What follows belongs to an exercise in optimizing a design on an open flow for small area, a short achievable clock period and few clock cycles per item; a production flow would make more cautious choices. The RTL was checked by simulation tests, not by an equivalence proof against the original design. No activity file was given, so power comes from the tool's default toggle rates.

== run Y ==
==> flow/design.v (excerpt) <==
module tcp_synack_reply_builder (
  input  logic         clk,
  input  logic         rst,
  input  logic         in_valid,
  output logic         in_stall,
  input  logic [271:0] in_data,
  output logic         out_valid,
  input  logic         out_stall,
  output logic [256:0] out_data,
  input  logic         psel,
  input  logic         penable,
  input  logic         pwrite,
  input  logic [2:0]   paddr,
  input  logic [31:0]  pwdata,
  output logic [31:0]  prdata,
  output logic         pready
);
For scale: ~610 I/O pins, roughly 22000 µm² of cells after synthesis.
Settings: LEC_CHECK=0, ABC_AREA=0, CAP_MARGIN=20, CORE_MARGIN=2, CORE_UTILIZATION=60, PLACE_DENSITY=0.75, SETUP_SLACK_MARGIN=3.9, SLEW_MARGIN=20; clock period 8.0 ns.
standard.sh (not shown) runs the stock make flow with config.mk's settings and CLKGATE_MAP_FILE= SYNTH_SCRIPT=/design/flow/synth_recipe.tcl, a recipe that flattens the netlist after the stock synthesis.
==> flow/flow/run.sh <==
#!/bin/bash
# Standard ORFS layout (the standard.sh), with the port buffers that
# buffer_ports inserts made sky130_fd_sc_hd__buf_1 instead of its default pick.
set -uo pipefail
bash standard.sh BUFFER_PORTS_ARGS="-buffer_cell sky130_fd_sc_hd__buf_1" finish > standard_make.log 2>&1
status=$?
tail -50 standard_make.log
exit $status
Run Y ran to completion and came out clean on the timing, DRC and antenna checks.
Testbench counts of run Y, summed over its fixed seeds: cycles 9,608, items 9,600.
Inputs modified between run Y and run E:
- PLACE_DENSITY: 0.75 -> unset
- CORE_UTILIZATION: 60 -> 40
### Flow results
Run E ended with every stage complete and zero timing, DRC or antenna violations. Compared with run Y, wire length of the first global-routing pass in run E increased by a few percent. From run E to run Y, count of clock tree sinks did not move at all. Between run Y and run E, the final-stage net count does not differ in any meaningful way. When run E is set beside run Y, its total placed cells including tap cells turns out to be 239 larger.


Another version of the RTL of tcp_synack_reply_builder (not shown whole).
Size in the first run: roughly 3,300 cells after synthesis, about 610 I/O pins, roughly 23,000 µm² of cells after synthesis.
Settings: LEC_CHECK=0, ABC_AREA=1, CAP_MARGIN=20, CORE_MARGIN=2, CORE_UTILIZATION=60, PLACE_DENSITY=0.75, SETUP_SLACK_MARGIN=3.9, SLEW_MARGIN=20; clock period 8.0 ns.
Scripts as last shown in full above: flow/flow/run.sh
Testbench counts at the start, summed over its fixed seeds: cycles 9,608, items 9,600.
Rerun with:
==> flow/flow/run.sh (replaced) <==
#!/bin/bash
# Standard ORFS layout (the standard.sh), with the port buffers that
# buffer_ports inserts made sky130_fd_sc_hd__buf_1 instead of its default pick.
set -uo pipefail
bash standard.sh BUFFER_PORTS_ARGS="-buffer_cell sky130_fd_sc_hd__buf_1" ADDER_MAP_FILE= finish > standard_make.log 2>&1
status=$?
tail -50 standard_make.log
exit $status
- CORE_UTILIZATION: 60 -> 40
- PLACE_DENSITY: 0.75 -> default
Outcome: The changed run completed with no timing, DRC or antenna violations. Total power rose by 3.5%. Worst setup slack degrades by 0.090 ns. Count of clock-buffer cells in the layout rose by 3. Cell area rose by 6.9%. Non-clock buffer count rose by 105. Sequential power is about the same.
Rerun with:
==> flow/flow/run.sh (replaced) <==
#!/bin/bash
# Standard ORFS layout (the standard.sh), with the port buffers that
# buffer_ports inserts made sky130_fd_sc_hd__buf_1 instead of its default pick.
set -uo pipefail
bash standard.sh BUFFER_PORTS_ARGS="-buffer_cell sky130_fd_sc_hd__buf_1" finish > standard_make.log 2>&1
status=$?
tail -50 standard_make.log
exit $status
- ABC_AREA: 1 -> 0
- CTS_CLUSTER_DIAMETER: default -> 60
- CTS_CLUSTER_SIZE: default -> 30
After rerunning: The changed run went through all stages and came out clean; worst setup slack improves by 0.047 ns; via count decreases by 19%; clock-buffer cell count goes down by 16; global-route usage is lower by 3.6 points; final area is lower by 7.1%; wire length came out lower by 16%; first-iteration DRC count drops by 7.3%; sequential share of layout area rose by 1.6 points; flip-flop and latch count does not change; synthesized cell count goes down by 22%.
Rerun with:
- CORE_UTILIZATION: 40 -> 60
- CTS_CLUSTER_DIAMETER: 60 -> default
- CTS_CLUSTER_SIZE: 30 -> default
- PLACE_DENSITY: default -> 0.75
- The changed run completed with no timing, DRC or antenna violations
- first-iteration DRC count climbs by roughly a tenth
- cell area drops slightly
- non-clock buffer count drops by 1
- count of clock-buffer cells in the layout climbs by 11
- combinational power hardly moves
- register-to-register slack stays flat
- clock skew is about the same


Starting RTL as in the previous note.
## tcp_synack_reply_builder
module tcp_synack_reply_builder (
  input  logic         clk,
  input  logic         rst,
  input  logic         in_valid,
  output logic         in_stall,
  input  logic [271:0] in_data,
  output logic         out_valid,
  input  logic         out_stall,
  output logic [256:0] out_data,
  input  logic         psel,
  input  logic         penable,
  input  logic         pwrite,
  input  logic [2:0]   paddr,
  input  logic [31:0]  pwdata,
  output logic [31:0]  prdata,
  output logic         pready
);
  function automatic logic [15:0] eac_add(input logic [15:0] x, input logic [15:0] y);
    logic [15:0] g, p, gg, pp, c;
    logic cin;
    g = x & y; p = x ^ y; gg = g; pp = p;
    for (int l = 0; l < 4; l++)
      for (int i = 0; i < 16; i++)
        if ((i >> l) & 1) begin
          gg[i] = gg[i] | (pp[i] & gg[((i >> l) << l) - 1]);
          pp[i] = pp[i] & pp[((i >> l) << l) - 1];
        end
    cin = gg[15];
    c[0] = cin;
    for (int i = 1; i < 16; i++) c[i] = gg[i-1] | (pp[i-1] & cin);
    eac_add = p ^ c;
  endfunction
  function automatic logic [15:0] eac_add0(input logic [15:0] x, input logic [15:0] y);
    logic [15:0] g, p, gg, pp, c;
    logic cin;
    g = x & y; p = x ^ y; gg = g; pp = p;
    for (int l = 0; l < 4; l++)
      for (int i = 0; i < 16; i++)
        if ((i >> l) & 1) begin
          gg[i] = gg[i] | (pp[i] & gg[((i >> l) << l) - 1]);
          pp[i] = pp[i] & pp[((i >> l) << l) - 1];
        end
    cin = gg[15] | pp[15];
    c[0] = cin;
    for (int i = 1; i < 16; i++) c[i] = gg[i-1] | (pp[i-1] & cin);
    eac_add0 = p ^ c;
  endfunction
  function automatic logic [15:0] eac_add0_ks(input logic [15:0] x, input logic [15:0] y);
    logic [15:0] p, gg, pp, g2, p2;
    p = x ^ y; gg = x & y; pp = p;
    for (int l = 0; l < 4; l++) begin
      for (int i = 0; i < 16; i++) begin
        g2[i] = gg[i] | (pp[i] & gg[(i + 16 - (1 << l)) % 16]);
        p2[i] = pp[i] & pp[(i + 16 - (1 << l)) % 16];
      end
      gg = g2; pp = p2;
    end
    for (int i = 0; i < 16; i++) eac_add0_ks[i] = p[i] ^ (gg[(i + 15) % 16] | pp[(i + 15) % 16]);
  endfunction
  function automatic logic [15:0] eac_add_ks(input logic [15:0] x, input logic [15:0] y);
    logic [15:0] p, gg, pp, g2, p2;
  ...
clock: 8.0 ns
lec_check: 0
abc_area: 1
cap_margin: 20
core_margin: 2
core_utilization: 40
cts_buf_list: sky130_fd_sc_hd__clkbuf_8
setup_slack_margin: 3.9
slew_margin: 20
==> flow/flow/run.sh <==
#!/bin/bash
# Standard ORFS layout (the standard.sh), with the port buffers that
# buffer_ports inserts made sky130_fd_sc_hd__buf_1 instead of its default pick.
set -uo pipefail
bash standard.sh BUFFER_PORTS_ARGS="-buffer_cell sky130_fd_sc_hd__buf_1" finish > standard_make.log 2>&1
status=$?
tail -50 standard_make.log
exit $status
Testbench counts at the start, summed over its fixed seeds: cycles 9,608, items 9,600.
==> next run, changes <==
Settings changed: ABC_AREA 1 to 0, CTS_BUF_LIST sky130_fd_sc_hd__clkbuf_8 to not set, SETUP_SLACK_MARGIN 3.9 to 3.8.
Result: Hold slack got worse by 0.016 ns; power rises by a few percent; core utilization rises by 0.11 points; sequential power stays flat.
==> next run, changes <==
--- a/flow/flow/run.sh
+++ b/flow/flow/run.sh
@@ -4,3 +4,3 @@
 set -uo pipefail
-bash standard.sh BUFFER_PORTS_ARGS="-buffer_cell sky130_fd_sc_hd__buf_1" finish > standard_make.log 2>&1
+bash standard.sh BUFFER_PORTS_ARGS="-buffer_cell sky130_fd_sc_hd__buf_1" ADDER_MAP_FILE= finish > standard_make.log 2>&1
 status=$?
Settings changed: ABC_AREA 0 to 1, SETUP_SLACK_MARGIN 3.8 to 3.6.
Result: Via count went up by 21%; power grows by about 2.3%; setup slack got worse by 0.14 ns; core utilization goes down by 0.11 points; sequential share of layout area fell by 0.89 points; die area grows by about 2.8%; first-iteration DRC count goes up by about 22%.
==> next run, changes <==
--- a/flow/flow/run.sh
+++ b/flow/flow/run.sh
@@ -4,3 +4,3 @@
 set -uo pipefail
-bash standard.sh BUFFER_PORTS_ARGS="-buffer_cell sky130_fd_sc_hd__buf_1" ADDER_MAP_FILE= finish > standard_make.log 2>&1
+bash standard.sh BUFFER_PORTS_ARGS="-buffer_cell sky130_fd_sc_hd__buf_1" finish > standard_make.log 2>&1
 status=$?
Settings changed: ABC_AREA 1 to 0, CTS_CLUSTER_DIAMETER set to 60, CTS_CLUSTER_SIZE set to 30, SETUP_SLACK_MARGIN 3.6 to 3.8.
What happened:
- power fell by 3.7%
- core utilization stays flat
- design area fell by 3.8%
- flip-flop and latch count is unchanged
- synthesized area fell by 2.8%
- global-route usage fell by 2.9 points
- non-clock buffer count rose by 2
==> next run, changes <==
Settings changed: ABC_AREA 0 to 1, CTS_CLUSTER_DIAMETER 60 to not set, CTS_CLUSTER_SIZE 30 to not set, SETUP_SLACK_MARGIN 3.8 to 3.9.
Hold slack gets better by 0.015 ns. Fmax climbs by about 2%. Critical path depth stays the same.


Starting RTL as in the previous note.
export LEC_CHECK = 0
export ABC_AREA = 0
export CAP_MARGIN = 20
export CORE_MARGIN = 2
export CORE_UTILIZATION = 40
export SETUP_SLACK_MARGIN = 4.0
export SLEW_MARGIN = 20
create_clock -name core_clock -period 8.0 [get_ports {clk}]
==> flow/flow/run.sh <==
#!/bin/bash
# Standard ORFS layout (the standard.sh), with the port buffers that
# buffer_ports inserts made sky130_fd_sc_hd__buf_1 instead of its default pick.
set -uo pipefail
bash standard.sh BUFFER_PORTS_ARGS="-buffer_cell sky130_fd_sc_hd__buf_1" finish > standard_make.log 2>&1
status=$?
tail -50 standard_make.log
exit $status
The starting point finished clean.
Testbench counts at the start, summed over its fixed seeds: cycles 9,608, items 9,600.
Change:
SETUP_SLACK_MARGIN = 3.9   (was 4.0)
=> Register-to-register slack hardly moves; synthesized area does not change; cell count falls by 0.88%; routed wire length falls by 4.4%; combinational power falls by about 5%; hold slack hardly moves.

## static timing again, ports no longer ideal
The results above use ideal ports. As a check the final layouts listed here were re-extracted and re-timed, cells and wires unchanged. Step 1 (the two cells are an assumption about what drives the block):
set clk [get_ports {clk}]
set_driving_cell -lib_cell sky130_fd_sc_hd__clkbuf_16 $clk
set_driving_cell -lib_cell sky130_fd_sc_hd__buf_2 [delete_from_list [all_inputs] $clk]
Step 2 adds t to the input delays and takes it off the output delays; t is the mean of the earliest and latest rising clock arrival at the registers after step 1. Input paths then give back, and output paths get back, about the clock's delay inside the block. a / b / c = no drivers / after step 1 / after step 2; a / b = the first two.
run | t (ns) | slack for setup (ns) | hold slack, ns
run Y | 0.581 | 3.865 / 3.875 / 3.313 | 0.440 / 0.440 / 0.440
run E | 0.632 | 3.932 / 3.910 / 3.339 | 0.440 / 0.440 / 0.440
the first run of note 2 | 0.619 | 3.908 / 3.898 / 3.291 | 0.451 / 0.451 / 0.451
the second run of note 2 | 0.640 | 3.818 / 3.752 / 3.553 | 0.452 / 0.452 / 0.452
the third run of note 2 | 0.607 | 3.865 / 3.803 / 3.351 | 0.432 / 0.432 / 0.432
the fourth run of note 2 | 0.615 | 3.910 / 3.869 / 3.331 | 0.436 / 0.436 / 0.436
the first run of note 3 | 0.704 | 3.922 / 3.893 / 3.250 | 0.448 / 0.448 / 0.448
the second run of note 3 | 0.620 | 3.828 / 3.770 / 3.231 | 0.432 / 0.432 / 0.432
the third run of note 3 | 0.653 | 3.686 / 3.650 / 3.185 | 0.455 / 0.455 / 0.455
the fourth run of note 3 | 0.618 | 3.811 / 3.768 / 3.206 | 0.434 / 0.434 / 0.434
the fifth run of note 3 | 0.626 | 3.891 / 3.892 / 3.266 | 0.449 / 0.449 / 0.449
the first run of note 4 | 0.636 | 3.931 / 3.866 / 3.312 | 0.433 / 0.433 / 0.433
the second run of note 4 | 0.630 | 3.937 / 3.878 / 3.316 | 0.432 / 0.432 / 0.432
After both steps setup and hold are still met in every run listed. The setup slack of the first run of note 3, which loses most, moves by -0.029 ns with the drivers and by -0.672 ns with both steps.
